Background: an optimization exercise with open tools, aiming at small area and a short achievable clock period. Do not read the settings as production practice. At most, simulation tests tie the RTL to the original design; equivalence was not proved. Function not checked in run 1: the RTL went through the layout flow alone. The flow treats the clock pin as an ideal source, which a real chip does not have. Power figures rest on the tool's default switching activity, not on a simulated workload.

<file path="flow/design.v">
package life_pkg;
    localparam int unsigned KEY_W = 3;
    typedef enum logic [KEY_W-1:0] {
        KEY_NONE  = 3'd0,
        KEY_UP    = 3'd1,
        KEY_DOWN  = 3'd2,
        KEY_LEFT  = 3'd3,
        KEY_RIGHT = 3'd4,
        KEY_FLIP  = 3'd5,
        KEY_NEXT  = 3'd6,
        KEY_RUN   = 3'd7
    } key_e;
    function automatic logic [15:0] life_row(input logic [15:0] a, input logic [15:0] m,
                                             input logic [15:0] b);
        logic [1:0] v [16];
        logic [2:0] h [16];
        logic [2:0] s;
        for (int j = 0; j < 16; j++) v[j] = {1'b0, a[j]} + {1'b0, m[j]} + {1'b0, b[j]};
        for (int j = 0; j < 16; j++) h[j] = {1'b0, v[j]} + {1'b0, v[(j + 1) % 16]};
        for (int j = 0; j < 16; j++) begin
            s = h[(j + 15) % 16] + {1'b0, v[(j + 1) % 16]};
            life_row[j] = (s == 3'd3) || (m[j] && (s == 3'd4));
        end
    endfunction
endpackage
module life_data (
    input  logic        clk,
    input  logic        reset,
    input  logic        install,    
    input  logic        first,      
    input  logic        first_in,   
    input  logic        flip_en,
    input  logic [3:0]  flip_d,     
    input  logic [3:0]  flip_x,
    output logic [15:0] disp_row    
);
    logic [15:0][15:0] brd;         
    logic [15:0]       new_row;     
    logic [15:0]       first_new;   
    logic [15:0]       col_sel;
    assign col_sel  = flip_en ? (16'b1 << flip_x) : 16'b0;
    assign disp_row = brd[15];
    always_ff @(posedge clk or negedge reset) begin
        if (!reset) begin
            brd <= '0;
        end else begin
            for (int i = 0; i < 16; i++) begin
                if (i == 14 && install) begin
                    brd[i] <= new_row;
                end else if (i == 15 && first_in) begin
                    brd[i] <= first_new;
                end else begin
                    brd[i] <= brd[(i + 1) % 16] ^ ((flip_d == 4'((i + 1) % 16)) ? col_sel : 16'b0);
                end
            end
        end
    end
    always_ff @(posedge clk) begin
        new_row <= life_pkg::life_row(brd[15], brd[0], brd[1]);
        if (first) begin
            first_new <= new_row;
        end
    end
endmodule
module life #(
    parameter int unsigned X         = 16,
    parameter int unsigned Y         = 16,
    parameter int unsigned LOG2X     = 4,
    parameter int unsigned LOG2Y     = 4,
    parameter int unsigned HIGH_BITS = 10
) (
    input  logic             clk,
    input  logic             reset,
    input  logic [life_pkg::KEY_W-1:0] keys,
    output logic [Y-1:0]     row,
    output logic [X-1:0]     col
);
    life_pkg::key_e       key_c;
    life_pkg::key_e       key_q;      
    logic                 sweep;      
    logic                 swap;       
    logic                 swap_q;     
    logic                 install_c;  
    logic [7:0]           k;          
    logic [LOG2X-1:0]     cx;         
    logic [LOG2Y-1:0]     cd;         
    logic                 run_mode;
    logic [HIGH_BITS-1:0] prescaler;
    logic                 scan_on;    
    logic             idle_c;
    logic             start_c;
    logic             edit_c;
    logic [X-1:0]     disp_row;
    assign key_c   = life_pkg::key_e'(keys);
    assign idle_c  = !sweep && !swap;
    assign start_c = idle_c && ((key_c == life_pkg::KEY_NEXT) || (run_mode && (&prescaler)));
    assign edit_c  = idle_c && (key_c != life_pkg::KEY_NEXT) && (key_c != life_pkg::KEY_RUN);
    always_ff @(posedge clk or negedge reset) begin
        if (!reset) begin
            sweep  <= 1'b0;
            swap   <= 1'b0;
            swap_q <= 1'b0;
        end else begin
            swap   <= sweep && (&k);
            swap_q <= swap;
            sweep  <= start_c || (sweep && !(&k));
        end
    end
    always_ff @(posedge clk) begin
        k <= sweep ? k + 1'b1 : 8'd0;
    end
    assign install_c = (sweep && (k[7:4] == 4'hf) && ((k[3:2] != 2'd0) || (&k[1:0]))) || swap || swap_q;
    always_ff @(posedge clk or negedge reset) begin
        if (!reset) begin
            key_q <= life_pkg::KEY_NONE;
            cx    <= '0;
            cd    <= '0;
        end else begin
            key_q <= edit_c ? key_c : life_pkg::KEY_NONE;
            cd    <= cd - 1'b1;
            case (key_q)
                life_pkg::KEY_UP:    cd <= cd - 2'd2;
                life_pkg::KEY_DOWN:  cd <= cd;
                life_pkg::KEY_LEFT:  cx <= cx - 1'b1;
                life_pkg::KEY_RIGHT: cx <= cx + 1'b1;
                default: ;
            endcase
        end
    end
    always_ff @(posedge clk or negedge reset) begin
        if (!reset) begin
            prescaler <= '0;
            run_mode  <= 1'b0;
        end else begin
            prescaler <= prescaler + 1'b1;
            if (key_c == life_pkg::KEY_RUN) begin
                run_mode <= ~run_mode;
            end
        end
    end
    always_ff @(posedge clk or negedge reset) begin
        if (!reset) begin
            scan_on <= 1'b0;
            row     <= '0;
        end else begin
            scan_on <= 1'b1;
            row     <= {row[Y-2:0], row[Y-1] | !scan_on};
        end
    end
    assign col = disp_row;
    life_data l_data (
        .clk      (clk),
        .reset    (reset),
        .install  (install_c),
        .first    (sweep && (k == 8'd242)),
        .first_in (swap_q),
        .flip_en  (key_q == life_pkg::KEY_FLIP),
        .flip_d   (cd),
        .flip_x   (cx),
        .disp_row (disp_row)
    );
endmodule
</file>
<file path="flow/flow/run.sh">
#!/bin/bash
# Standard layout with the port buffers a buf_2 and a tighter setup margin for repair,
# and the clock tree's root buffer removed after clock tree synthesis.
set -euo pipefail
ARGS=(SETUP_SLACK_MARGIN=6.2 "BUFFER_PORTS_ARGS=-buffer_cell sky130_fd_sc_hd__buf_2")
bash standard.sh "${ARGS[@]}" cts > flow_to_cts.log 2>&1
UNROOT_ODB=orfs/results/sky130hd/life/base/4_cts.odb openroad -no_init -exit flow/unroot.tcl > unroot.log 2>&1
bash standard.sh "${ARGS[@]}" finish > flow_to_finish.log 2>&1
</file>
<file path="flow/flow/unroot.tcl">
# Remove the clock tree's root buffer: the clock port then drives the tree's first-level
# buffers (two) directly, one buffer less on every register's clock path.
set odb_file $::env(UNROOT_ODB)
read_db $odb_file
set block [ord::get_db_block]
set clk_net [$block findNet clk]
set root ""
foreach iterm [$clk_net getITerms] {
    if {[$iterm isInputSignal]} {
        set root [$iterm getInst]
    }
}
if {$root == "" || [llength [$clk_net getITerms]] != 1} {
    puts "unroot: clock port does not drive a single root buffer; layout left as it is"
    exit 0
}
set out_net [[$root findITerm X] getNet]
set loads [$out_net getITerms]
puts "unroot: root [$root getName] drives [expr {[llength $loads] - 1}] buffers"
if {[llength $loads] - 1 > 4} {
    puts "unroot: too many first-level buffers; layout left as it is"
    exit 0
}
foreach iterm $loads {
    if {[$iterm getInst] != $root} {
        $iterm disconnect
        $iterm connect $clk_net
    }
}
[$root findITerm A] disconnect
[$root findITerm X] disconnect
odb::dbInst_destroy $root
odb::dbNet_destroy $out_net
write_db $odb_file
puts "unroot: done"
</file>
<file path="flow/standard.sh">
#!/bin/bash
# synth_recipe.tcl (not shown) runs the flow's synth.tcl, then flattens the netlist and writes it again
# the make line also repeats each setting of config.mk as NAME=value (left out here)
make -C /OpenROAD-flow-scripts/flow DESIGN_CONFIG=/design/flow/config.mk WORK_HOME=/design/flow/orfs CLKGATE_MAP_FILE= SYNTH_SCRIPT=/design/flow/synth_recipe.tcl "${@:-finish}"
</file>
<file path="flow/config.mk">
export PLATFORM = sky130hd
export DESIGN_NAME = life
export DESIGN_NICKNAME = life
export VERILOG_FILES = /design/flow/design.v
export SDC_FILE = /design/flow/constraint.sdc
export NUM_CORES = 4
export LEC_CHECK = 0
export CAP_MARGIN = 40
export CORE_MARGIN = 2
export CORE_UTILIZATION = 70
export CTS_CLUSTER_DIAMETER = 100
export CTS_CLUSTER_SIZE = 25
export SLEW_MARGIN = 40
</file>
<file path="flow/constraint.sdc">
create_clock -name core_clock -period 9.0 [get_ports {clk}]
set_input_delay 1.8000 -clock core_clock [delete_from_list [all_inputs] [get_ports {clk}]]
set_output_delay 1.8000 -clock core_clock [all_outputs]
set_load 0.01 [all_outputs]
</file>
==> flow_summary.ini, run 1 <==
[sta]
clock_skew_ns = 0.0174
period_share_pct = 30.8
setup_violations = 0
finalHoldViolCount = 0
period_minus_slack_ns = 2.77
fmax_ghz = 0.361
holdWs_ns = 0.378
rsz0062_at_grt = true
slew_headroom_pct = 43.1
slew_viol_final = 0
tightestPinTransition_ns = 0.850
final.setup.tns_ns = 0

[placement]
dpl.cell_count = 1661
place.gp.congestion = 0.849
port_buffers = 36
dpl_cell_area_sq_um = 16000
hpwl_um = 20100

[logic_synthesis]
syn-num-nets = 1479
synth.yosys.seq_area_share_pct = 53.4
synth_area_sq_um = 15800
syn-instance-count = 1425
ys_types = 64
yosys_register_bits = 338
synth_area_per_cell_sq_um = 11.1
yosysWarnings = 4
async_flop_share_pct = 88.2
synth_enable_flop_cells = 16
synth_ff_type = dfrtp_1

[finish]
layout-drive-gt1-share_pct = 9.74
fillers = 1489
layoutNonFillerInstCount = 1697
regArea_sq_um = 8420
n_antenna_cell = 0
fin_nets = 1467
multi_input_area_sq_um = 6700
final_common_cell = dfrtp_1
area_growth_pct = 4.95
design_area_sq_um = 16500
final_cell_mix = dfrtp_1, xnor2_1, nand2_1, xor2_1, nor2_1

[floorplan]
rows = 54
core_area_sq_um = 22000
start_util_pct = 71.8
dieWidth_um = 154
die_h_um = 154
dieArea_sq_um = 23700
pin_count = 37

[route]
drc_errors = 0
antenna_left = 0
totalWireLength_um = 29200
dr.pass1.iters = 5
first_iter_violations = 570
via_count = 9297
viasPerCell = 5.48
wire_per_inst_um = 17.2

[setup_path]
reg2reg_depth = 4
r2r-end = l_data.brd[17]
critPathLaunchType = flop
end_kind = output port
crit_buf_inv = 1
crit_chain = buf_2
critical_path_arrival_ns = 0.97
slowest_delay_ns = 0.44
cp.required_ns = 7.20
crit_fanout = 2
r2r-start = cx[0]
slowest_stage = dfrtp_1
crit_type = reg2out
critPathTopFamily = flip-flops
rrSetupSlack_ns = 6.37

[power_and_ir_drop]
comb_power_share_pct = 14.4
p_int_mw = 2.04
p_leak_nw = 7.70
seqPwrFrac_pct = 58.0
finalPower_mw = 2.87
swShare_pct = 29.0
switching_power_mw = 0.833
clkPwrFrac_pct = 27.6
ir_drop_uv = 170
power.density_nw_per_um2 = 174

[global_route]
grt_use_total_pct = 26.0
grt_start_max_net_pins = 99
grt_pass1_vias = 9453
antenna_found_initial = 0
overflow = 0
grt_pass1_wl_um = 49300

[outcome]
status = no timing/DRC/antenna violations

[flow_run]
maxCapViolCount = 0

[hold_path]
hold_class = reg2reg
holdPathEnd = row[13]
hp-start = row[12]
whs_path_depth = 0

[cts]
clock-sinks = 338
worstSkewPairLatency_ns = 0.38
cts_buffers = 17
clockBufferDepth = 3
clk_pin_slew_ns = 0.10
htreeDepth = 1
cts_tree = yes
cts-root-buf = clkbuf_16
## how the worst max path moves through the flow
stage / startpoint / to / slack, ns / depth (start not counted)
global placement: reset / l_data.brd[253] / 5.61 / 2
finish: l_data.brd[247] / col[7] / 6.23 / 1
CTS: l_data.brd[247] / col[7] / 6.10 / 1
global route: cx[0] / l_data.brd[17] / 6.20 / 4
floorplan: l_data.brd[254] / col[14] / 6.66 / 1
detailed placement: reset / l_data.brd[253] / 5.88 / 3
## state kept, by name (all words and copies together), names as in the netlist
register / cells
cd: 4
cx: 4
k: 8
key_q: 3
l_data.brd: 256
l_data.first_new: 16
l_data.new_row: 16
prescaler: 10
row: 16
run_mode: 1
scan_on: 1
swap: 1
swap_q: 1
sweep: 1
## per-layer routing
metal	up-vias	part of all wire [%]	track usage, %
li1	4459	-	-
met1	4665	48	40.0
met2	146	47	42.1
met3	27	3.6	2.34
met4	0	1.3	3.78
met5	-	0	0
## cell families (layout without fill, tap and decap cells)
group	Yosys count	after routing	share of synthesized area, %
fa+ha+maj	61	61	5.46
buf+inv	144	136	4.30
simple gates	439	439	13.5
flops	338	338	53.4
mux	5	5	0.317
other cells	1	1	0.0238
xor+xnor	336	336	18.7
compound gates	101	101	4.37
## layout make-up
type | count | area share [%]
multi-input cells | 943 | 40.5
flip-flops and latches | 338 | 50.9
clock inverters | 2 | 0.151
clock buffers | 20 | 2.51
repair buffers | 56 | 2.53
well taps | 280 | 2.12
inverters | 58 | 1.32
## power by group through the flow
stage | logic [mW] | clock network, mW | registers [mW]
CTS | 0.414 | 0.843 | 1.66
global placement | 0.395 | 0 | 1.69
detailed placement | 0.408 | 0 | 1.69
finish | 0.414 | 0.793 | 1.67
global route | 0.463 | 0.864 | 1.68
floorplan | 0.325 | 0 | 1.64
## through the flow
step / setup slack (ns) / utilization (%)
after floorplan: 6.66 / -
after global placement: 5.61 / 72.4
after detailed placement: 5.88 / 72.7
after CTS: 6.10 / 75.2
after global routing: 6.20 / 75.3
final: 6.23 / 75.3
## synthesized netlist by cell type (23+ instances only)
library cell	count	area, sq um
and2_1	24	150
buf_2	23	115
clkbuf_1	38	143
dfrtp_1	298	7460
dfxtp_1	24	480
ha_1	32	400
inv_1	57	214
nand2_1	160	601
nand3_1	34	170
nor2_1	120	450
o21ai_0	26	130
xnor2_1	189	1660
xor2_1	147	1290
## what timing repair did
| item | in CTS | in global routing |
|---|---|---|
| hold endpoints to repair | 0 | 0 |
| endpoints found under the setup margin | 32 | 95 |
| resized for setup | 0 | 2 |
| setup buffers | 13 | 0 |
| cloned | 0 | 1 |
| hold buffers | 0 | 0 |
==> run 2, diff against run 1 <==
--- a/flow/design.v
+++ b/flow/design.v
@@ -52,3 +52,4 @@
                 end else begin
-                    brd[i] <= brd[(i + 1) % 16] ^ ((flip_d == 4'((i + 1) % 16)) ? col_sel : 16'b0);
+                    brd[i] <= brd[(i + 1) % 16]
+                            ^ ((i % 2 == 1 && flip_d == 4'((i + 1) % 16)) ? col_sel : 16'b0);
                 end
@@ -86,2 +87,4 @@
     logic [LOG2Y-1:0]     cd;         
+    logic                 flip_wait;  
+    logic                 flip_c;
     logic                 run_mode;
@@ -114,7 +117,9 @@
         if (!reset) begin
-            key_q <= life_pkg::KEY_NONE;
-            cx    <= '0;
-            cd    <= '0;
+            key_q     <= life_pkg::KEY_NONE;
+            flip_wait <= 1'b0;
+            cx        <= '0;
+            cd        <= '0;
         end else begin
-            key_q <= edit_c ? key_c : life_pkg::KEY_NONE;
+            key_q     <= edit_c ? key_c : life_pkg::KEY_NONE;
+            flip_wait <= flip_c && cd[0];
             cd    <= cd - 1'b1;
@@ -150,2 +155,3 @@
     assign col = disp_row;
+    assign flip_c = (key_q == life_pkg::KEY_FLIP) ^ flip_wait;
     life_data l_data (
@@ -156,3 +162,3 @@
         .first_in (swap_q),
-        .flip_en  (key_q == life_pkg::KEY_FLIP),
+        .flip_en  (flip_c && !cd[0]),
         .flip_d   (cd),
--- a/flow/config.mk
+++ b/flow/config.mk
@@ -9,3 +9,3 @@
 export CORE_MARGIN = 2
-export CORE_UTILIZATION = 70
+export CORE_UTILIZATION = 60
 export CTS_CLUSTER_DIAMETER = 100
==> flow_summary.ini, run 2 <==
[outcome]
status = no timing/DRC/antenna violations

[finish]
fin_nets = 1204
layout-drive-gt1-share_pct = 11.3
regMostFlops = l_data.brd
final_cell_mix = dfrtp_1, xnor2_1, xor2_1, nand2_1, nor2_1
n_antenna_cell = 0
final_common_cell = dfrtp_1
fillers = 1816
largest_reg_flops = 256
area_growth_pct = 7.24

[sta]
period_minus_slack_ns = 2.77
finalHoldViolCount = 0
period_share_pct = 30.8
slew_viol_final = 0
slew_headroom_pct = 44.0
rsz0062_at_grt = false
setup_violations = 0
final.setup.tns_ns = 0
holdWs_ns = 0.337
fmax_ghz = 0.361
tightestPinTransition_ns = 0.836
clock_skew_ns = 0.0254
fin_ws_ns = 6.23

[setup_path]
r2r-end = l_data.brd[255]
crit_buf_inv = 1
reg2reg_depth = 4
crit_path_start = l_data.brd[242]
critPathTopFamily = flip-flops
rrSetupSlack_ns = 6.38
crit_fanout = 2
crit_chain = buf_2
slowest_delay_ns = 0.43
crit_type = reg2out
r2r-start = cd[2]
slowest_stage = dfrtp_1
crit_cells = 1
cp-endpoint = col[2]
cp.required_ns = 7.20
critical_path_arrival_ns = 0.97
end_kind = output port
critPathLaunchType = flop

[logic_synthesis]
synth.largest_area_cell = dfrtp_1
synth_enable_flop_cells = 16
synthTopCellsByCount = dfrtp_1, xnor2_1, xor2_1, nand2_1
yosys_register_bits = 339
ys_types = 60
synthTopCellsByArea = dfrtp_1, xnor2_1, xor2_1
syn-instance-count = 1142
yosysTopAreaCellShare_pct = 53.2
synth_area_per_cell_sq_um = 12.3
synth.yosys.seq_area_share_pct = 60.1
yosysWarnings = 4
syn-num-nets = 1194
yosysMostFrequentCell = dfrtp_1
async_flop_share_pct = 88.2
synth_area_sq_um = 14100
synth_ff_type = dfrtp_1

[cts]
clock-sinks = 339
cts-root-buf = clkbuf_16
clk_pin_slew_ns = 0.11
cts_tree = yes
clockBufferDepth = 3
worstSkewPairLatency_ns = 0.39
htreeDepth = 1
cts_buffers = 17

[hold_path]
hold_class = reg2reg

[floorplan]
core_area_sq_um = 23300
dieArea_sq_um = 24700
rows = 56
dieWidth_um = 157
start_util_pct = 60.4
die_h_um = 157
pin_count = 37

[power_and_ir_drop]
comb_power_share_pct = 15.3
swShare_pct = 29.8
clkPwrFrac_pct = 27.3
power.density_nw_per_um2 = 193
seqPwrFrac_pct = 57.4
p_int_mw = 2.04
ir_drop_uv = 178
switching_power_mw = 0.868
p_leak_nw = 6.79

[placement]
hpwl_um = 18400
dp_slack_ns = 5.81
port_buffers = 36
place.gp.congestion = 0.815

[route]
drc_errors = 0
dr.pass1.iters = 4
wire_per_inst_um = 19.0
antenna_left = 0
via_count = 8015
totalWireLength_um = 28100
first_iter_violations = 473
viasPerCell = 5.43

[global_route]
overflow = 0
grt_pass1_wl_um = 45300
grt_pass1_vias = 8117
antenna_found_initial = 0
grt_use_total_pct = 24.0
grt_start_max_net_pins = 98

[flow_run]
maxCapViolCount = 0
-- run 2: changes by cell type after synthesis, sizes merged, moves of 18 or more --
cell,before,now
nand2,160,63
xnor2,189,128
nand3,34,55
and2,24,1
nor2,140,62
mux2,0,18
xor2,147,66
-- run 2: stage by stage --
stage	util (%)	cells	power [mW]	instance area, sq um
after floorplan	-	1142	1.96	14100
after global placement	61.9	1433	2.14	14400
after detailed placement	62.3	1436	2.15	14500
after CTS	64.8	1476	2.97	15100
after global routing	64.8	1475	3.05	15100
final	64.8	1475	2.91	15100
-- run 2: power groups by stage --
stage / Clock (mW) / Sequential, mW / Combinational, mW
2_1_floorplan: 0 / 1.64 / 0.325
3_3_place_gp: 0 / 1.70 / 0.438
3_5_place_dp: 0 / 1.70 / 0.446
4_1_cts: 0.846 / 1.67 / 0.450
5_1_grt: 0.875 / 1.68 / 0.496
6_report: 0.795 / 1.67 / 0.447
-- run 2: metal layers --
| metal | routed length [um] | share of wire, % | global-route usage (%) | vias up |
|---|---|---|---|---|
| met5 | 0 | 0 | 0 | - |
| met3 | 1290 | 4.6 | 2.75 | 25 |
| met2 | 13400 | 48 | 39.1 | 112 |
| met4 | 561 | 2.0 | 5.06 | 0 |
| met1 | 12800 | 46 | 35.4 | 4085 |
| li1 | - | - | - | 3793 |
-- run 2: final cells by class --
type                    instances  area (sq um)  area share (%)
clock buffers                  20           415            2.76
flip-flops and latches        339          8440            56.0
inverters                      62           233            1.54
well taps                     319           399            2.65
clock inverters                 2          25.0           0.166
repair buffers                 64           490            3.25
multi-input cells             669          5070            33.6
-- run 2: worst min path at each step --
stage	start	end	slack, ns	cells after the start
floorplan	l_data.brd[116]	l_data.brd[100]	0.33	0
global placement	l_data.brd[84]	l_data.brd[68]	0.33	0
detailed placement	l_data.brd[88]	l_data.brd[72]	0.33	0
CTS	l_data.brd[62]	l_data.brd[46]	0.34	0
global route	l_data.brd[62]	l_data.brd[46]	0.34	0
finish	l_data.brd[62]	l_data.brd[46]	0.34	0
-- run 2: what timing repair did --
| action | 4_1_cts | 5_1_grt |
|---|---|---|
| setup buffers | 17 | 0 |
| hold buffers | 0 | 0 |
| cloned | 0 | 0 |
| setup endpoints to repair | 32 | 81 |
| resized for setup | 1 | 3 |
-- run 2: kinds of logic (layout without fill, tap and decap cells) --
family | after synthesis | after routing | share of synthesized area, %
simple gates | 295 | 295 | 11.0
flops | 339 | 339 | 60.1
mux | 26 | 26 | 2.04
other cells | 1 | 1 | 0.0267
xor+xnor | 194 | 194 | 12.1
compound gates | 94 | 94 | 4.57
buf+inv | 134 | 148 | 4.26
fa+ha+maj | 59 | 59 | 5.95
==> run 3, diff against run 2 <==
--- a/flow/design.v
+++ b/flow/design.v
@@ -28,2 +28,3 @@
     input  logic        reset,
+    input  logic        clearing,   
     input  logic        install,    
@@ -44,13 +45,18 @@
         if (!reset) begin
-            brd <= '0;
+            brd[15] <= '0;
+        end else if (first_in) begin
+            brd[15] <= first_new;
         end else begin
-            for (int i = 0; i < 16; i++) begin
-                if (i == 14 && install) begin
-                    brd[i] <= new_row;
-                end else if (i == 15 && first_in) begin
-                    brd[i] <= first_new;
-                end else begin
-                    brd[i] <= brd[(i + 1) % 16]
-                            ^ ((i % 2 == 1 && flip_d == 4'((i + 1) % 16)) ? col_sel : 16'b0);
-                end
+            brd[15] <= (clearing ? 16'b0 : brd[0]) ^ ((flip_d == 4'd0) ? col_sel : 16'b0);
+        end
+    end
+    always_ff @(posedge clk) begin
+        for (int i = 0; i < 15; i++) begin
+            if (i == 14 && install) begin
+                brd[i] <= new_row;
+            end else if (i % 2 == 1) begin
+                brd[i] <= (clearing ? 16'b0 : brd[i + 1])
+                        ^ ((flip_d == 4'(i + 1)) ? col_sel : 16'b0);
+            end else begin
+                brd[i] <= brd[i + 1];
             end
@@ -92,2 +98,3 @@
     logic                 scan_on;    
+    logic                 scan_on2;   
     logic             idle_c;
@@ -147,6 +154,8 @@
         if (!reset) begin
-            scan_on <= 1'b0;
-            row     <= '0;
+            scan_on  <= 1'b0;
+            scan_on2 <= 1'b0;
+            row      <= '0;
         end else begin
-            scan_on <= 1'b1;
+            scan_on  <= 1'b1;
+            scan_on2 <= scan_on;
             row     <= {row[Y-2:0], row[Y-1] | !scan_on};
@@ -159,2 +168,3 @@
         .reset    (reset),
+        .clearing (!scan_on2),
         .install  (install_c),
--- a/flow/config.mk
+++ b/flow/config.mk
@@ -10,4 +10,4 @@
 export CORE_UTILIZATION = 60
-export CTS_CLUSTER_DIAMETER = 100
-export CTS_CLUSTER_SIZE = 25
+export CTS_CLUSTER_DIAMETER = 80
+export CTS_CLUSTER_SIZE = 30
 export SLEW_MARGIN = 40
==> flow_summary.ini, run 3 <==
[logic_synthesis]
yosysTopAreaCellShare_pct = 39.0
synth.yosys.seq_area_share_pct = 53.6
yosysWarnings = 4
synth_area_sq_um = 13600
synthTopCellsByArea = dfxtp_1, dfrtp_1, xor2_1
synthTopCellsByCount = dfxtp_1, nand2_1, xor2_1, dfrtp_1, inv_1
synth.largest_area_cell = dfxtp_1
syn-instance-count = 1315
yosysMostFrequentCell = dfxtp_1
synth_area_per_cell_sq_um = 10.3
async_flop_share_pct = 17.6
ys_types = 57
syn-num-nets = 1367
synth_ff_type = dfxtp_1
yosys_register_bits = 340
synth_enable_flop_cells = 16

[finish]
fin_nets = 1354
n_antenna_cell = 0
final_common_cell = dfxtp_1
final_cell_mix = dfxtp_1, nand2_1, xor2_1, inv_1
area_growth_pct = 4.98
utilization_pct = 64.6
layout-drive-gt1-share_pct = 9.41
regMostFlops = l_data.brd
largest_reg_flops = 256

[hold_path]
hold_class = reg2reg
hp-start = l_data.brd[89]

[route]
first_iter_violations = 523
totalWireLength_um = 26100
drc_errors = 0
viasPerCell = 5.36
dr.pass1.iters = 5
wire_per_inst_um = 16.5
antenna_left = 0
via_count = 8514

[global_route]
overflow = 0
grt_start_max_net_pins = 73
grt_pass1_vias = 8068
grt_use_total_pct = 22.2
grt_pass1_wl_um = 42500
antenna_found_initial = 0

[placement]
place.gp.congestion = 0.838
dp_slack_ns = 6.33
port_buffers = 36
hpwl_um = 17500

[sta]
period_minus_slack_ns = 2.78
rsz0062_at_grt = true
final.setup.tns_ns = 0
setup_violations = 0
slew_headroom_pct = 45.2
fmax_ghz = 0.359
finalHoldViolCount = 0
fin_ws_ns = 6.22
period_share_pct = 30.9
tightestPinTransition_ns = 0.822
slew_viol_final = 0
clock_skew_ns = 0.0215
holdWs_ns = 0.330

[floorplan]
rows = 54
dieWidth_um = 154
core_area_sq_um = 22000
dieArea_sq_um = 23800
start_util_pct = 61.5
pin_count = 37
die_h_um = 154

[setup_path]
crit_buf_inv = 1
crit_type = reg2out
critPathTopFamily = flip-flops
cp-endpoint = col[10]
slowest_delay_ns = 0.45
critical_path_arrival_ns = 0.98
slowest_stage = dfrtp_1
r2r-end = l_data.new_row[0]
rrSetupSlack_ns = 6.35
reg2reg_depth = 10
critPathLaunchType = flop
crit_fanout = 3
cp.required_ns = 7.20
r2r-start = l_data.brd[241]
crit_chain = buf_2
crit_cells = 1
crit_path_start = l_data.brd[250]
end_kind = output port

[cts]
cts_tree = yes
clock-sinks = 340
cts_buffers = 15
clk_pin_slew_ns = 0.12
htreeDepth = 1
postCtsHoldBufs = 0
worstSkewPairLatency_ns = 0.37
cts-root-buf = clkbuf_16
clockBufferDepth = 3

[power_and_ir_drop]
ir_drop_uv = 167
finalPower_mw = 2.67
comb_power_share_pct = 11.0
swShare_pct = 26.5
power.density_nw_per_um2 = 188
seqPwrFrac_pct = 61.6
p_leak_nw = 5.33
clkPwrFrac_pct = 27.4
switching_power_mw = 0.707
p_int_mw = 1.96

[flow_run]
maxCapViolCount = 0

[outcome]
status = no timing/DRC/antenna violations
[run 3: cell count changes after synthesis, sizes merged, moves of 7 or more]
cell / previous run / this run
dfxtp: 24 / 264
clkbuf: 36 / 44
nand2: 63 / 236
or4: 8 / 0
a31oi: 14 / 1
dfrtp: 299 / 60
xnor2: 128 / 46
nand4: 20 / 3
and4b: 0 / 16
xor2: 66 / 148
nor3: 14 / 21
buf: 36 / 43
or3: 6 / 20
[run 3: metrics by stage]
stage	instance area, sq um	instances
finish	14200	1587
global route	14200	1587
CTS	14200	1588
detailed placement	13700	1550
global placement	13700	1550
floorplan	13600	1315
[run 3: cell type report]
cell class / instances / area (sq um)
fill: 1825 / 7800
sequential: 340 / 7270
multi-input combinational: 828 / 5620
clock buffer: 17 / 362
timing repair buffer: 58 / 362
tap: 280 / 350
inverter: 60 / 225
clock inverter: 4 / 31.3
[run 3: how the worst min path moves through the flow]
stage	slack (ns)	cells after the start	end
3_3_place_gp	0.31	0	l_data.brd[111]
6_report	0.33	0	l_data.brd[73]
2_1_floorplan	0.31	0	l_data.brd[100]
5_1_grt	0.34	0	l_data.brd[73]
4_1_cts	0.34	0	l_data.brd[195]
3_5_place_dp	0.31	0	l_data.brd[195]
[run 3: kinds of logic after synthesis]
kind of cell | after synthesis | synth area share, %
mux | 23 | 1.98
fa+ha+maj | 59 | 6.17
other cells | 1 | 0.0277
simple gates | 471 | 16.5
flops | 340 | 53.6
xor+xnor | 194 | 12.5
buf+inv | 147 | 5.09
compound gates | 80 | 4.11
[run 3: per-layer routing]
layer  global-route usage [%]  vias up  part of all wire, %
met5                        0        -                    0
met4                     4.23        0                  1.8
met3                     2.35       33                  4.1
met2                     35.9      132                   46
met1                     33.0     4133                   48
li1                         -     4216                    -
[run 3: timing repair]
| item | 4_1_cts | 5_1_grt |
|---|---|---|
| resized for setup | 3 | 0 |
| setup buffers | 16 | 0 |
| endpoints found under the setup margin | 32 | 3 |
[run 3: power groups by stage]
stage / clock network (mW) / logic [mW] / registers, mW
2_1_floorplan: 0 / 0.263 / 1.62
3_3_place_gp: 0 / 0.288 / 1.68
3_5_place_dp: 0 / 0.294 / 1.68
4_1_cts: 0.783 / 0.296 / 1.65
5_1_grt: 0.809 / 0.326 / 1.66
6_report: 0.732 / 0.294 / 1.65
==> run 4, diff against run 3 <==
--- a/flow/config.mk
+++ b/flow/config.mk
@@ -10,4 +10,4 @@
 export CORE_UTILIZATION = 60
-export CTS_CLUSTER_DIAMETER = 80
-export CTS_CLUSTER_SIZE = 30
+export CTS_CLUSTER_DIAMETER = 100
+export CTS_CLUSTER_SIZE = 25
 export SLEW_MARGIN = 40
==> flow_summary.ini, run 4 <==
[logic_synthesis]
synth_area_per_cell_sq_um = 10.3
synth.yosys.seq_area_share_pct = 53.6
yosysMostFrequentCell = dfxtp_1
syn-instance-count = 1315
synthTopCellsByArea = dfxtp_1, dfrtp_1, xor2_1
synthTopCellsByCount = dfxtp_1, nand2_1, xor2_1, dfrtp_1, inv_1
synth.largest_area_cell = dfxtp_1
yosysTopAreaCellShare_pct = 39.0
synth_ff_type = dfxtp_1
async_flop_share_pct = 17.6
synth_enable_flop_cells = 16
yosys_register_bits = 340
yosysWarnings = 4
synth_area_sq_um = 13600
syn-num-nets = 1367
ys_types = 57

[finish]
layout-drive-gt1-share_pct = 9.39
largest_reg_flops = 256
fin_nets = 1356
regMostFlops = l_data.brd
final_common_cell = dfxtp_1
design_area_sq_um = 14300
area_growth_pct = 5.29
n_antenna_cell = 0
final_cell_mix = dfxtp_1, nand2_1, xor2_1, inv_1

[sta]
finalHoldViolCount = 0
fin_ws_ns = 6.23
clock_skew_ns = 0.0166
period_share_pct = 30.8
period_minus_slack_ns = 2.77
rsz0062_at_grt = true
final.setup.tns_ns = 0
slew_headroom_pct = 44.9
slew_viol_final = 0
fmax_ghz = 0.361
setup_violations = 0
tightestPinTransition_ns = 0.826

[floorplan]
dieWidth_um = 154
start_util_pct = 61.5
pin_count = 37
core_area_sq_um = 22000
dieArea_sq_um = 23800
rows = 54
die_h_um = 154

[route]
via_count = 8492
dr.pass1.iters = 5
viasPerCell = 5.34
totalWireLength_um = 26200
drc_errors = 0
antenna_left = 0
wire_per_inst_um = 16.5
first_iter_violations = 506

[placement]
hpwl_um = 17500
dp_slack_ns = 6.33
dpl_cell_area_sq_um = 13700
place.gp.congestion = 0.838
port_buffers = 36

[global_route]
overflow = 0
grt_start_max_net_pins = 73
grt_pass1_wl_um = 42700
grt_pass1_vias = 8071
grt_use_total_pct = 22.4
antenna_found_initial = 0

[setup_path]
end_kind = output port
critPathLaunchType = flop
crit_type = reg2out
critical_path_arrival_ns = 0.97
crit_buf_inv = 1
slowest_stage = dfrtp_1
slowest_delay_ns = 0.44
crit_chain = buf_2
critPathTopFamily = flip-flops
cp.required_ns = 7.20
crit_fanout = 3

[cts]
cts_buffers = 17
worstSkewPairLatency_ns = 0.37
clock-sinks = 340
htreeDepth = 1
clockBufferDepth = 3
cts-root-buf = clkbuf_16
clk_pin_slew_ns = 0.10
cts_tree = yes

[power_and_ir_drop]
clkPwrFrac_pct = 28.7
ir_drop_uv = 149
p_leak_nw = 5.35
comb_power_share_pct = 10.8
switching_power_mw = 0.716
power.density_nw_per_um2 = 191
p_int_mw = 2.00
seqPwrFrac_pct = 60.5
swShare_pct = 26.3

[flow_run]
maxCapViolCount = 0

[outcome]
status = no timing/DRC/antenna violations

[hold_path]
hold_class = reg2reg
run 4: cell counts after synthesis:
No cell type changed its count.
run 4: what timing repair did:
item,CTS,global route
hold buffers,0,0
resized for setup,3,0
setup buffers,16,0
setup endpoints to repair,32,2
hold endpoints to repair,0,0
run 4: kinds of logic after synthesis:
logic type | after synthesis | synth area share, %
buffers and inverters | 147 | 5.09
and+or+nand+nor | 471 | 16.5
DFF | 340 | 53.6
AOI/OAI and AO/OA | 80 | 4.11
muxes | 23 | 1.98
adders and majority gates | 59 | 6.17
xor gates and xnor gates | 194 | 12.5
other | 1 | 0.0277
run 4: metrics by stage:
step / power, mW / hold slack [ns] / instances / util [%]
finish: 2.72 / 0.327 / 1590 / 64.8
global route: 2.84 / 0.336 / 1590 / 64.8
CTS: 2.77 / 0.328 / 1591 / 64.8
floorplan: 1.88 / 0.310 / 1315 / -
detailed placement: 1.97 / 0.312 / 1550 / 62.1
global placement: 1.97 / 0.309 / 1550 / 62.1
run 4: layout make-up:
cell class	count	area, sq um
fillers	1830	7760
flip-flops and latches	340	7270
multi-input cells	828	5620
clock buffers	22	423
repair buffers	58	362
well taps	280	350
inverters	60	225
clock inverters	2	12.5
run 4: power by group through the flow:
| stage | logic (mW) | clock network [mW] | registers [mW] |
|---|---|---|---|
| global route | 0.325 | 0.857 | 1.66 |
| detailed placement | 0.294 | 0 | 1.68 |
| floorplan | 0.263 | 0 | 1.62 |
| global placement | 0.288 | 0 | 1.68 |
| finish | 0.293 | 0.781 | 1.65 |
| CTS | 0.296 | 0.833 | 1.64 |
run 4: metal layers:
metal	up-vias	part of all wire [%]	track usage [%]	routed length [um]
li1	4221	-	-	-
met1	4100	48	33.1	12600
met2	137	46	36.2	12100
met3	34	3.7	2.33	973
met4	0	2.0	4.59	512
met5	-	0	0	0
run 4: path summary, 6_finish.rpt:
check / startpoint / endpoint / slack, ns / depth (start not counted)
max in group asynchronous: reset / swap_q / 7.06 / 2
min reg2reg: l_data.brd[154] / l_data.brd[138] / 0.33 / 0
min in group asynchronous: reset / row[4] / 1.49 / 2
max reg2reg: l_data.brd[241] / l_data.new_row[0] / 6.36 / 10
min: l_data.brd[154] / l_data.brd[138] / 0.33 / 0
max: l_data.brd[250] / col[10] / 6.23 / 1
==> run 5, diff against run 4 <==
--- a/flow/design.v
+++ b/flow/design.v
@@ -18,5 +18,6 @@
         for (int j = 0; j < 16; j++) v[j] = {1'b0, a[j]} + {1'b0, m[j]} + {1'b0, b[j]};
-        for (int j = 0; j < 16; j++) h[j] = {1'b0, v[j]} + {1'b0, v[(j + 1) % 16]};
+        for (int j = 0; j < 16; j += 2) h[j] = {1'b0, v[j]} + {1'b0, v[j + 1]};
         for (int j = 0; j < 16; j++) begin
-            s = h[(j + 15) % 16] + {1'b0, v[(j + 1) % 16]};
+            if (j % 2 == 0) s = h[j] + {1'b0, v[(j + 15) % 16]};
+            else            s = h[j - 1] + {1'b0, v[(j + 1) % 16]};
             life_row[j] = (s == 3'd3) || (m[j] && (s == 3'd4));
@@ -96,3 +97,4 @@
     logic                 run_mode;
-    logic [HIGH_BITS-1:0] prescaler;
+    logic [HIGH_BITS-1:LOG2Y] prescaler_hi;   
+    logic                 pre_low_max;  
     logic                 scan_on;    
@@ -105,3 +107,4 @@
     assign idle_c  = !sweep && !swap;
-    assign start_c = idle_c && ((key_c == life_pkg::KEY_NEXT) || (run_mode && (&prescaler)));
+    assign start_c = idle_c && ((key_c == life_pkg::KEY_NEXT)
+                                || (run_mode && (&prescaler_hi) && pre_low_max));
     assign edit_c  = idle_c && (key_c != life_pkg::KEY_NEXT) && (key_c != life_pkg::KEY_RUN);
@@ -141,8 +144,11 @@
     end
+    assign pre_low_max = row[Y-2];
     always_ff @(posedge clk or negedge reset) begin
         if (!reset) begin
-            prescaler <= '0;
+            prescaler_hi <= '0;
             run_mode  <= 1'b0;
         end else begin
-            prescaler <= prescaler + 1'b1;
+            if (pre_low_max) begin
+                prescaler_hi <= prescaler_hi + 1'b1;
+            end
             if (key_c == life_pkg::KEY_RUN) begin
--- a/flow/config.mk
+++ b/flow/config.mk
@@ -9,3 +9,3 @@
 export CORE_MARGIN = 2
-export CORE_UTILIZATION = 60
+export CORE_UTILIZATION = 50
 export CTS_CLUSTER_DIAMETER = 100
==> flow_summary.ini, run 5 <==
[route]
viasPerCell = 5.06
antenna_left = 0
drc_errors = 0
via_count = 7953
dr.pass1.iters = 5
totalWireLength_um = 25500
wire_per_inst_um = 16.2
first_iter_violations = 422

[sta]
clock_skew_ns = 0.0154
holdWs_ns = 0.323
period_minus_slack_ns = 2.82
period_share_pct = 31.3
tightestPinTransition_ns = 0.750
rsz0062_at_grt = true
fmax_ghz = 0.355
finalHoldViolCount = 0
slew_viol_final = 0
fin_ws_ns = 6.18
final.setup.tns_ns = 0
slew_headroom_pct = 49.9
setup_violations = 0

[finish]
regArea_sq_um = 7180
fillers = 2284
area_growth_pct = 9.18
layoutNonFillerInstCount = 1573
n_antenna_cell = 0
largest_reg_flops = 256
final_common_cell = dfxtp_1
final_cell_mix = dfxtp_1, nand2_1, xor2_1, nor2_1, dfrtp_1
regMostFlops = l_data.brd
fin_nets = 1312
layout-drive-gt1-share_pct = 12.2
multi_input_area_sq_um = 5540

[logic_synthesis]
yosysTopAreaCellShare_pct = 40.5
yosysMostFrequentCell = dfxtp_1
synth_area_per_cell_sq_um = 10.8
yosysWarnings = 4
yosys_register_bits = 336
synthTopCellsByCount = dfxtp_1, nand2_1, xor2_1, nor2_1, dfrtp_1
synth_enable_flop_cells = 16
synth_ff_type = dfxtp_1
synth_area_sq_um = 13100
synthTopCellsByArea = dfxtp_1, dfrtp_1, xor2_1
yosys.area_share.simple_pct = 16.7
synth_top_family_by_area = simple AND/OR/NAND/NOR gates
synth.largest_area_cell = dfxtp_1
async_flop_share_pct = 16.7
synth-xor-area-share_pct = 9.72
synthMuxAreaShare_pct = 1.93
synth_compound_area_share_pct = 3.10
ys_types = 49
yosys.area_share.adder_pct = 9.54
synth.yosys.seq_area_share_pct = 54.9
syn-num-nets = 1295
syn-instance-count = 1215

[global_route]
overflow = 0
grt_pass1_vias = 8102
grt_use_total_pct = 19.0
grt_start_max_net_pins = 83
antenna_found_initial = 0
grt_pass1_wl_um = 42600

[power_and_ir_drop]
switching_power_mw = 0.743
clkPwrFrac_pct = 28.7
comb_power_share_pct = 11.6
p_int_mw = 2.02
p_leak_nw = 5.37
seqPwrFrac_pct = 59.7
swShare_pct = 26.9
power.density_nw_per_um2 = 194
ir_drop_uv = 177

[outcome]
status = no timing/DRC/antenna violations

[setup_path]
cp.required_ns = 7.20
critical_path_arrival_ns = 1.02
crit_type = reg2out
crit_fanout = 2
critPathLaunchType = flop
end_kind = output port

[floorplan]
die_h_um = 166
core_area_sq_um = 25800
dieWidth_um = 166
pin_count = 37
rows = 59
start_util_pct = 50.6
dieArea_sq_um = 27400

[cts]
cts_buffers = 17
clockBufferDepth = 3
cts_tree = yes
postCtsHoldBufs = 0
clock-sinks = 336
worstSkewPairLatency_ns = 0.37
clk_pin_slew_ns = 0.10
cts-root-buf = clkbuf_16
htreeDepth = 1

[placement]
dp_slack_ns = 6.31
hpwl_um = 16700
port_buffers = 36
place.gp.congestion = 0.810
dpl.cell_count = 1517

[hold_path]
hold_class = reg2reg

[flow_run]
maxCapViolCount = 0
==> run 5: cell types whose count changed after synthesis, sizes merged, moves of 14 or more <==
| cell | change |
|---|---|
| fa | +24 |
| inv | -14 |
| nand3b | +15 |
| xor2 | -21 |
| o31ai | +15 |
| xnor2 | -28 |
==> run 5: area by class of cell <==
type | count | area share [%]
multi-input combinational | 761 | 38.8
inverter | 46 | 1.21
tap | 335 | 2.94
clock inverter | 1 | 0.114
timing repair buffer | 71 | 3.54
sequential | 336 | 50.3
clock buffer | 23 | 3.06
==> run 5: final timing paths <==
path	slack [ns]	from	depth (start not counted)	to
max in group asynchronous	7.05	reset	2	scan_on2
min	0.32	l_data.brd[82]	0	l_data.brd[66]
max reg2reg	6.26	l_data.brd[250]	8	l_data.new_row[11]
min reg2reg	0.32	l_data.brd[82]	0	l_data.brd[66]
min in group asynchronous	1.50	reset	2	flip_wait
max	6.18	l_data.brd[241]	2	col[1]
==> run 5: power groups by stage <==
stage	combinational (mW)	clock (mW)	sequential, mW
6_report	0.320	0.794	1.65
5_1_grt	0.364	0.876	1.67
4_1_cts	0.324	0.852	1.65
3_5_place_dp	0.320	0	1.69
3_3_place_gp	0.313	0	1.68
2_1_floorplan	0.272	0	1.63
==> run 5: what timing repair did <==
action / CTS / global route
pin swaps: 0 / 30
hold endpoints to repair: 0 / 0
gates resized for setup: 12 / 32
endpoints found under the setup margin: 32 / 16
setup buffers: 19 / 13
cloned: 0 / 0
==> run 5: cell families (layout without fill, tap and decap cells) <==
| kind of cell | Yosys count | after routing |
|---|---|---|
| AND/OR/NAND/NOR | 462 | 462 |
| flip-flops | 336 | 336 |
| XOR/XNOR | 145 | 145 |
| buffers and inverters | 118 | 141 |
| adder cells (fa/ha/maj) | 75 | 75 |
| AO/OA/AOI/OAI | 56 | 56 |
| multiplexers | 22 | 22 |
| other | 1 | 1 |
==> run 5: metrics by stage <==
step | utilization [%] | total power [mW] | area, sq um
final | 55.2 | 2.77 | 14300
after global routing | 55.2 | 2.91 | 14300
after CTS | 54.3 | 2.83 | 14000
after detailed placement | 51.7 | 2.01 | 13400
after global placement | 51.6 | 2.00 | 13300
after floorplan | - | 1.90 | 13100
==> run 5: routing by layer <==
layer	wire, um	part of all wire, %	track usage [%]
met5	0	0	0
met2	12100	47	32.3
met4	552	2.2	4.35
met3	674	2.6	2.22
met1	12200	48	26.3
==> run 5: critical path, stage by stage (launching register included) <==
cell	delay [ns]
dfrtp_1	0.39
buf_4	0.14
buf_6	0.12
==> run 6, diff against run 5 <==
--- a/flow/config.mk
+++ b/flow/config.mk
@@ -9,3 +9,3 @@
 export CORE_MARGIN = 2
-export CORE_UTILIZATION = 50
+export CORE_UTILIZATION = 60
 export CTS_CLUSTER_DIAMETER = 100
==> flow_summary.ini, run 6 <==
[outcome]
status = no timing/DRC/antenna violations

[sta]
rsz0062_at_grt = false
clock_skew_ns = 0.0193
slew_viol_final = 0
finalHoldViolCount = 0
setup_violations = 0
period_minus_slack_ns = 2.74
tightestPinTransition_ns = 0.832
fin_ws_ns = 6.26
final.setup.tns_ns = 0
period_share_pct = 30.5
slew_headroom_pct = 44.5
holdWs_ns = 0.330
fmax_ghz = 0.364

[logic_synthesis]
synth_enable_flop_cells = 16
ys_types = 49
synth.yosys.seq_area_share_pct = 54.9
synth_ff_type = dfxtp_1
yosysWarnings = 4
async_flop_share_pct = 16.7
yosysMostFrequentCell = dfxtp_1
syn-instance-count = 1215
synth_area_per_cell_sq_um = 10.8
synth_area_sq_um = 13100
syn-num-nets = 1295
synthTopCellsByCount = dfxtp_1, nand2_1, xor2_1, nor2_1, dfrtp_1
synth.largest_area_cell = dfxtp_1
yosys_register_bits = 336
yosysTopAreaCellShare_pct = 40.5
synthTopCellsByArea = dfxtp_1, dfrtp_1, xor2_1

[cts]
postCtsHoldBufs = 0
htreeDepth = 1
cts-root-buf = clkbuf_16
clockBufferDepth = 3
clock-sinks = 336
worstSkewPairLatency_ns = 0.37
cts_tree = yes
cts_buffers = 17
clk_pin_slew_ns = 0.10

[route]
drc_errors = 0
viasPerCell = 5.26
via_count = 7936
dr.pass1.iters = 5
first_iter_violations = 379
wire_per_inst_um = 16.5
antenna_left = 0
totalWireLength_um = 24900

[power_and_ir_drop]
power.density_nw_per_um2 = 196
finalPower_mw = 2.76
ir_drop_uv = 210
p_leak_nw = 5.32

[global_route]
overflow = 0
grt_pass1_vias = 7831
grt_start_max_net_pins = 92
antenna_found_initial = 0
grt_pass1_wl_um = 40100
grt_use_total_pct = 22.3

[finish]
regMostFlops = l_data.brd
final_common_cell = dfxtp_1
final_cell_mix = dfxtp_1, nand2_1, xor2_1, nor2_1, dfrtp_1
fin_nets = 1307
n_antenna_cell = 0
largest_reg_flops = 256
fillers = 1757
area_growth_pct = 7.76
layout-drive-gt1-share_pct = 11.2

[floorplan]
pin_count = 37
die_h_um = 152
dieArea_sq_um = 23000
start_util_pct = 61.6
rows = 53
core_area_sq_um = 21200
dieWidth_um = 152

[hold_path]
hold_class = reg2reg
holdPathEnd = l_data.brd[71]
hp-start = l_data.brd[87]
whs_path_depth = 0

[setup_path]
crit_type = reg2out
slowest_stage = dfrtp_1
slowest_delay_ns = 0.43
r2r-end = l_data.new_row[10]
reg2reg_depth = 8
critPathTopFamily = flip-flops
crit_chain = buf_6
rrSetupSlack_ns = 6.26
end_kind = output port
crit_buf_inv = 1
critical_path_arrival_ns = 0.94
crit_fanout = 3
cp.required_ns = 7.20
critPathLaunchType = flop
r2r-start = l_data.brd[250]

[placement]
port_buffers = 36
hpwl_um = 16400
place.gp.congestion = 0.788
dp_slack_ns = 6.27

[flow_run]
maxCapViolCount = 0
-- run 6: worst max-delay path by stage --
stage / startpoint / to / slack (ns) / cells past startpoint
floorplan: l_data.brd[241] / l_data.new_row[1] / 6.49 / 7
global placement: l_data.brd[248] / l_data.new_row[8] / 6.37 / 7
detailed placement: l_data.brd[248] / l_data.new_row[8] / 6.27 / 7
CTS: l_data.brd[242] / col[2] / 6.10 / 1
global route: l_data.brd[250] / l_data.new_row[10] / 6.19 / 8
finish: l_data.brd[242] / col[2] / 6.26 / 1
-- run 6: cells by family after synthesis --
logic type	after synthesis	share of synthesized area, %
compound gates	56	3.10
xor+xnor	145	9.72
fa+ha+maj	75	9.54
buf+inv	118	4.16
flops	336	54.9
mux	22	1.93
other cells	1	0.0287
simple gates	462	16.7
-- run 6: layout make-up --
type                            instances  area [sq um]  area share [%]
Clock inverter                          1          16.3           0.116
Multi-Input combinational cell        761          5480            38.9
Sequential cell                       336          7180            51.0
Timing Repair Buffer                   66           463            3.29
Tap cell                              275           344            2.44
Clock buffer                           23           427            3.03
Inverter                               46           173            1.23
-- run 6: what timing repair did --
action | CTS | global route
pin swaps | 0 | 26
resized for setup | 14 | 24
endpoints found under the setup margin | 32 | 16
buffers inserted | 18 | 8
-- run 6: per-stage QoR --
step | utilization (%) | std cells | instance area (sq um)
floorplan | - | 1215 | 13100
global placement | 62.5 | 1458 | 13300
detailed placement | 62.6 | 1458 | 13300
CTS | 65.7 | 1501 | 13900
global route | 66.3 | 1508 | 14100
finish | 66.3 | 1508 | 14100
-- run 6: worst reg2reg max path, cell delays in order (launching register included) --
cell	delay [ns]
dfrtp_1	0.39
buf_4	0.14
fa_1	0.51
ha_2	0.22
fa_1	0.49
inv_2	0.06
fa_2	0.54
nand2_1	0.07
o31ai_2	0.23
-- run 6: layer usage --
metal	wire length, um	up-vias	share of wire [%]	GRT usage, %
met2	12100	74	49	39.0
met5	0	-	0	0
met4	354	0	1.4	3.94
met3	787	22	3.2	2.51
met1	11600	3909	47	30.7
li1	-	3931	-	-
-- run 6: power by group --
part / switching (mW) / internal (mW)
clock: 0.447 / 0.338
sequential: 0.0980 / 1.55
combinational: 0.196 / 0.127
total: 0.741 / 2.02
==> run 7, diff against run 6 <==
--- a/flow/flow/run.sh
+++ b/flow/flow/run.sh
@@ -4,3 +4,3 @@
 set -euo pipefail
-ARGS=(SETUP_SLACK_MARGIN=6.2 "BUFFER_PORTS_ARGS=-buffer_cell sky130_fd_sc_hd__buf_2")
+ARGS=(SETUP_SLACK_MARGIN=6.1 "BUFFER_PORTS_ARGS=-buffer_cell sky130_fd_sc_hd__buf_2")
 bash standard.sh "${ARGS[@]}" cts > flow_to_cts.log 2>&1
==> flow_summary.ini, run 7 <==
[logic_synthesis]
synth_area_per_cell_sq_um = 10.8
synth_enable_flop_cells = 16
ys_types = 49
synth_ff_type = dfxtp_1
yosysMostFrequentCell = dfxtp_1
synthTopCellsByCount = dfxtp_1, nand2_1, xor2_1, nor2_1, dfrtp_1
synth_area_sq_um = 13100
syn-instance-count = 1215
synthTopCellsByArea = dfxtp_1, dfrtp_1, xor2_1
synth.yosys.seq_area_share_pct = 54.9
yosys_register_bits = 336
yosysTopAreaCellShare_pct = 40.5
synth.largest_area_cell = dfxtp_1
yosysWarnings = 4
async_flop_share_pct = 16.7
syn-num-nets = 1295

[sta]
slew_headroom_pct = 44.7
fmax_ghz = 0.359
finalHoldViolCount = 0
final.setup.tns_ns = 0
slew_viol_final = 0
period_minus_slack_ns = 2.78
rsz0062_at_grt = false
tightestPinTransition_ns = 0.830
setup_violations = 0
period_share_pct = 30.9
clock_skew_ns = 0.0201

[setup_path]
slowest_delay_ns = 0.54
cp_common_cell = fa_1
cp.required_ns = 9.29
end_kind = flop
crit_cells = 8
critPathLaunchType = flop
critical_path_arrival_ns = 3.08
reg2reg_depth = 8
slowest_stage = fa_1
crit_fanout = 2
cp-endpoint = l_data.new_row[8]
crit_type = reg2reg
r2r-end = l_data.new_row[8]
rrSetupSlack_ns = 6.22
critPathTopFamily = adder cells
crit_chain = buf_4, fa_1, ha_1, fa_1, inv_1, fa_1, xor2_1, o31ai_1
r2r-start = l_data.brd[248]
crit_path_start = l_data.brd[248]
crit_buf_inv = 2

[power_and_ir_drop]
clkPwrFrac_pct = 28.5
comb_power_share_pct = 11.7
p_leak_nw = 5.24
ir_drop_uv = 209
seqPwrFrac_pct = 59.9
p_int_mw = 2.02
swShare_pct = 26.8
switching_power_mw = 0.738
power.density_nw_per_um2 = 199

[finish]
area_growth_pct = 5.93
multi_input_area_sq_um = 5380
layout-drive-gt1-share_pct = 8.28
n_antenna_cell = 0
regArea_sq_um = 7180
regMostFlops = l_data.brd
utilization_pct = 65.2
final_common_cell = dfxtp_1
fillers = 1779
largest_reg_flops = 256
final_cell_mix = dfxtp_1, nand2_1, xor2_1, nor2_1, dfrtp_1
fin_nets = 1294

[floorplan]
pin_count = 37
dieArea_sq_um = 23000
core_area_sq_um = 21200
die_h_um = 152
rows = 53
start_util_pct = 61.6
dieWidth_um = 152

[global_route]
antenna_found_initial = 0
grt_pass1_wl_um = 39900
grt_pass1_vias = 7795
overflow = 0
grt_use_total_pct = 22.2
grt_start_max_net_pins = 92

[cts]
clockBufferDepth = 3
cts-root-buf = clkbuf_16
cts_buffers = 17
htreeDepth = 1
clock-sinks = 336
clk_pin_slew_ns = 0.10
worstSkewPairLatency_ns = 0.37
cts_tree = yes

[flow_run]
maxCapViolCount = 0

[route]
via_count = 7919
totalWireLength_um = 24500
wire_per_inst_um = 16.4
viasPerCell = 5.30
first_iter_violations = 380
antenna_left = 0
drc_errors = 0
dr.pass1.iters = 5

[placement]
hpwl_um = 16400
place.gp.congestion = 0.788
port_buffers = 36

[hold_path]
hold_class = reg2reg

[outcome]
status = no timing/DRC/antenna violations
## run 7: cell count changes in the layout (fill, tap and decap cells not counted), moves of 7 or more
cell | before | now
fa_1 | 34 | 41
buf_2 | 28 | 35
fa_2 | 7 | 0
buf_4 | 28 | 15
buf_6 | 10 | 3
## run 7: logic make-up (layout without fill, tap and decap cells)
family / Yosys count / after routing / synth area share (%)
adders and majority gates: 75 / 75 / 9.54
muxes: 22 / 22 / 1.93
DFF: 336 / 336 / 54.9
xor gates and xnor gates: 145 / 145 / 9.72
other: 1 / 1 / 0.0287
AOI/OAI and AO/OA: 56 / 56 / 3.10
and+or+nand+nor: 462 / 462 / 16.7
buffers and inverters: 118 / 123 / 4.16
## run 7: metrics by stage
| stage | std cells | setup slack, ns | cell area [sq um] | hold WS [ns] | total power, mW |
|---|---|---|---|---|---|
| 2_1_floorplan | 1215 | 6.49 | 13100 | 0.310 | 1.90 |
| 3_3_place_gp | 1458 | 6.37 | 13300 | 0.310 | 1.99 |
| 3_5_place_dp | 1458 | 6.27 | 13300 | 0.312 | 2.00 |
| 4_1_cts | 1496 | 6.09 | 13900 | 0.333 | 2.81 |
| 5_1_grt | 1495 | 6.10 | 13800 | 0.336 | 2.88 |
| 6_report | 1495 | 6.22 | 13800 | 0.328 | 2.75 |
## run 7: how the worst min path moves through the flow
stage,startpoint,endpoint,cells after the start
finish,l_data.brd[210],l_data.brd[194],0
global route,l_data.brd[56],l_data.brd[40],0
CTS,l_data.brd[86],l_data.brd[70],0
detailed placement,l_data.brd[127],l_data.brd[111],0
global placement,l_data.brd[125],l_data.brd[109],0
floorplan,l_data.brd[116],l_data.brd[100],0
## run 7: timing repair
item                       CTS  global route
resized for setup            3             0
setup buffers               13             0
hold buffers                 0             0
gates cloned                 0             0
setup endpoints to repair   15             2
pin swaps                    0             2
## run 7: final cells by class
class	instances	area share, %
clock buffer	23	3.08
clock inverter	1	0.118
inverter	46	1.25
multi-input combinational	761	38.9
sequential	336	51.9
tap	275	2.49
timing repair buffer	53	2.32
## run 7: power groups by stage
stage | registers (mW) | clock network [mW] | logic [mW]
6_report | 1.65 | 0.784 | 0.321
5_1_grt | 1.66 | 0.859 | 0.360
4_1_cts | 1.65 | 0.838 | 0.322
3_5_place_dp | 1.68 | 0 | 0.320
3_3_place_gp | 1.68 | 0 | 0.311
2_1_floorplan | 1.63 | 0 | 0.272
## run 7: routing by layer
layer	track usage (%)	wire (um)	vias up
li1	-	-	3908
met1	30.6	11500	3895
met2	38.7	11900	94
met3	2.51	840	22
met4	3.94	354	0
met5	0	0	-
## run 7: worst reg2reg max path, cell delays in order, from the launching register on
cell and delay, ns:
dfrtp_1 0.39, buf_4 0.15, fa_1 0.54, ha_1 0.24, fa_1 0.49, inv_1 0.08, fa_1 0.41, xor2_1 0.19
o31ai_1 0.22
==> run 8, diff against run 7 <==
--- a/flow/flow/run.sh
+++ b/flow/flow/run.sh
@@ -4,3 +4,3 @@
 set -euo pipefail
-ARGS=(SETUP_SLACK_MARGIN=6.1 "BUFFER_PORTS_ARGS=-buffer_cell sky130_fd_sc_hd__buf_2")
+ARGS=(SETUP_SLACK_MARGIN=6.3 "BUFFER_PORTS_ARGS=-buffer_cell sky130_fd_sc_hd__buf_2")
 bash standard.sh "${ARGS[@]}" cts > flow_to_cts.log 2>&1
==> flow_summary.ini, run 8 <==
[hold_path]
hold_class = reg2reg
holdPathEnd = l_data.brd[40]
hp-start = l_data.brd[56]
whs_path_depth = 0

[cts]
clockBufferDepth = 3
worstSkewPairLatency_ns = 0.37
clock-sinks = 336
cts-root-buf = clkbuf_16
htreeDepth = 1
cts_buffers = 17
cts_tree = yes
clk_pin_slew_ns = 0.10

[floorplan]
start_util_pct = 61.6
die_h_um = 152
core_area_sq_um = 21200
rows = 53
pin_count = 37
dieArea_sq_um = 23000
dieWidth_um = 152

[logic_synthesis]
yosysWarnings = 4
ys_types = 49
syn-instance-count = 1215
synth_ff_type = dfxtp_1
synth_enable_flop_cells = 16
yosysTopAreaCellShare_pct = 40.5
synth_area_sq_um = 13100
synth.largest_area_cell = dfxtp_1
synth_area_per_cell_sq_um = 10.8
synthTopCellsByArea = dfxtp_1, dfrtp_1, xor2_1
synthTopCellsByCount = dfxtp_1, nand2_1, xor2_1, nor2_1, dfrtp_1
synth.yosys.seq_area_share_pct = 54.9
yosys_register_bits = 336
syn-num-nets = 1295
async_flop_share_pct = 16.7
yosysMostFrequentCell = dfxtp_1

[sta]
fin_ws_ns = 6.26
fmax_ghz = 0.364
slew_headroom_pct = 44.3
clock_skew_ns = 0.0211
period_minus_slack_ns = 2.74
finalHoldViolCount = 0
slew_viol_final = 0
final.setup.tns_ns = 0
tightestPinTransition_ns = 0.836
setup_violations = 0
period_share_pct = 30.5
rsz0062_at_grt = true

[outcome]
status = no timing/DRC/antenna violations

[placement]
hpwl_um = 16400
dpl_cell_area_sq_um = 13300
place.gp.congestion = 0.788
port_buffers = 36
dp_slack_ns = 6.27

[route]
viasPerCell = 5.29
drc_errors = 0
dr.pass1.iters = 5
antenna_left = 0
wire_per_inst_um = 16.6
first_iter_violations = 413
totalWireLength_um = 25100
via_count = 8002

[setup_path]
critPathLaunchType = flop
r2r-start = l_data.brd[250]
critPathTopFamily = flip-flops
slowest_delay_ns = 0.43
reg2reg_depth = 8
cp.required_ns = 7.20
crit_chain = buf_6
slowest_stage = dfrtp_1
end_kind = output port
crit_type = reg2out
rrSetupSlack_ns = 6.31
crit_cells = 1
r2r-end = l_data.new_row[10]
critical_path_arrival_ns = 0.94
crit_fanout = 3
crit_buf_inv = 1

[global_route]
antenna_found_initial = 0
grt_start_max_net_pins = 92
overflow = 0
grt_pass1_vias = 7836
grt_use_total_pct = 22.4
grt_pass1_wl_um = 40100

[flow_run]
maxCapViolCount = 0

[power_and_ir_drop]
power.density_nw_per_um2 = 195
p_leak_nw = 5.37
finalPower_mw = 2.76
ir_drop_uv = 208

[finish]
utilization_pct = 66.8
fillers = 1748
design_area_sq_um = 14200
largest_reg_flops = 256
regMostFlops = l_data.brd
layout-drive-gt1-share_pct = 12.6
area_growth_pct = 8.52
fin_nets = 1313
final_common_cell = dfxtp_1
n_antenna_cell = 0
final_cell_mix = dfxtp_1, nand2_1, xor2_1, nor2_1, dfrtp_1
run 8: cell counts after synthesis:
No cell type changed its count.
run 8: stage by stage:
step | std cells | hold slack (ns)
after floorplan | 1215 | 0.310
after global placement | 1458 | 0.310
after detailed placement | 1458 | 0.312
after CTS | 1502 | 0.333
after global routing | 1514 | 0.336
final | 1514 | 0.331
run 8: where the power goes:
part           internal (mW)  leakage, nW  switching [mW]
clock                  0.338        0.213           0.447
sequential              1.55         2.97          0.0978
combinational          0.127         2.18           0.195
run 8: what timing repair did:
| item | CTS | global route |
|---|---|---|
| hold buffers | 0 | 0 |
| setup endpoints to repair | 34 | 45 |
| gates resized for setup | 15 | 43 |
| pin swaps | 3 | 57 |
| buffers inserted | 19 | 13 |
run 8: layout make-up:
cell class	instances	area, sq um	share of cell area [%]
sequential	336	7180	50.6
tap	275	344	2.43
inverter	46	173	1.22
timing repair buffer	72	546	3.85
clock inverter	1	16.3	0.115
multi-input combinational	761	5500	38.8
clock buffer	23	427	3.01
run 8: worst max-delay path by stage:
stage	endpoint	startpoint	slack, ns
3_5_place_dp	l_data.new_row[8]	l_data.brd[248]	6.27
4_1_cts	col[2]	l_data.brd[242]	6.10
5_1_grt	l_data.new_row[10]	l_data.brd[251]	6.18
3_3_place_gp	l_data.new_row[8]	l_data.brd[248]	6.37
6_report	col[2]	l_data.brd[242]	6.26
2_1_floorplan	l_data.new_row[1]	l_data.brd[241]	6.49
run 8: metal layers:
| layer | share of wire (%) | global-route usage (%) |
|---|---|---|
| met5 | 0 | 0 |
| met4 | 1.4 | 3.94 |
| met3 | 3.2 | 2.51 |
| met2 | 49 | 39.0 |
| met1 | 46 | 30.7 |
run 8: cells by family after synthesis:
kind of cell	count (synthesis)	share of synthesized area, %
xor gates and xnor gates	145	9.72
buffers and inverters	118	4.16
AOI/OAI and AO/OA	56	3.10
DFF	336	54.9
adders and majority gates	75	9.54
and+or+nand+nor	462	16.7
other	1	0.0287
muxes	22	1.93

[what the ideal ports hide]
Ports are ideal in the flow. The routed layouts listed here were re-timed in OpenROAD.
Step 1: set_driving_cell puts a clkbuf_16 on clk and a buf_2 on each other input, an assumption about the parent block.
Step 2 moves the port delays by t, midway between the first and last clock arrival at a register: inputs arrive t later, outputs are due t later. That takes back most of the time a late clock gives input paths.
a / b / c = ideal / step 1 / step 2; a / b = the first two.
run	shift t [ns]	slack for setup (ns)	slew at the worst register clock pin (ns)	worst data-port slew with drivers (ns)
run 1	0.438	6.229 / 6.163 / 6.113	0.10 / 0.10	0.05
run 2	0.434	6.228 / 6.169 / 5.998	0.11 / 0.11	0.06
run 3	0.418	6.215 / 6.159 / 6.354	0.12 / 0.12	0.03
run 4	0.426	6.227 / 6.166 / 6.361	0.10 / 0.10	0.03
run 5	0.425	6.184 / 6.122 / 6.264	0.10 / 0.10	0.03
run 6	0.422	6.256 / 6.196 / 6.265	0.10 / 0.10	0.03
run 7	0.421	6.216 / 6.180 / 6.216	0.10 / 0.10	0.03
run 8	0.422	6.255 / 6.196 / 6.306	0.11 / 0.11	0.03
After both steps every run listed still meets setup and hold. For run 2, which loses most, drivers alone change the setup slack by -0.059 ns; drivers and shift together by -0.230 ns. Setup slack includes reset recovery checks.
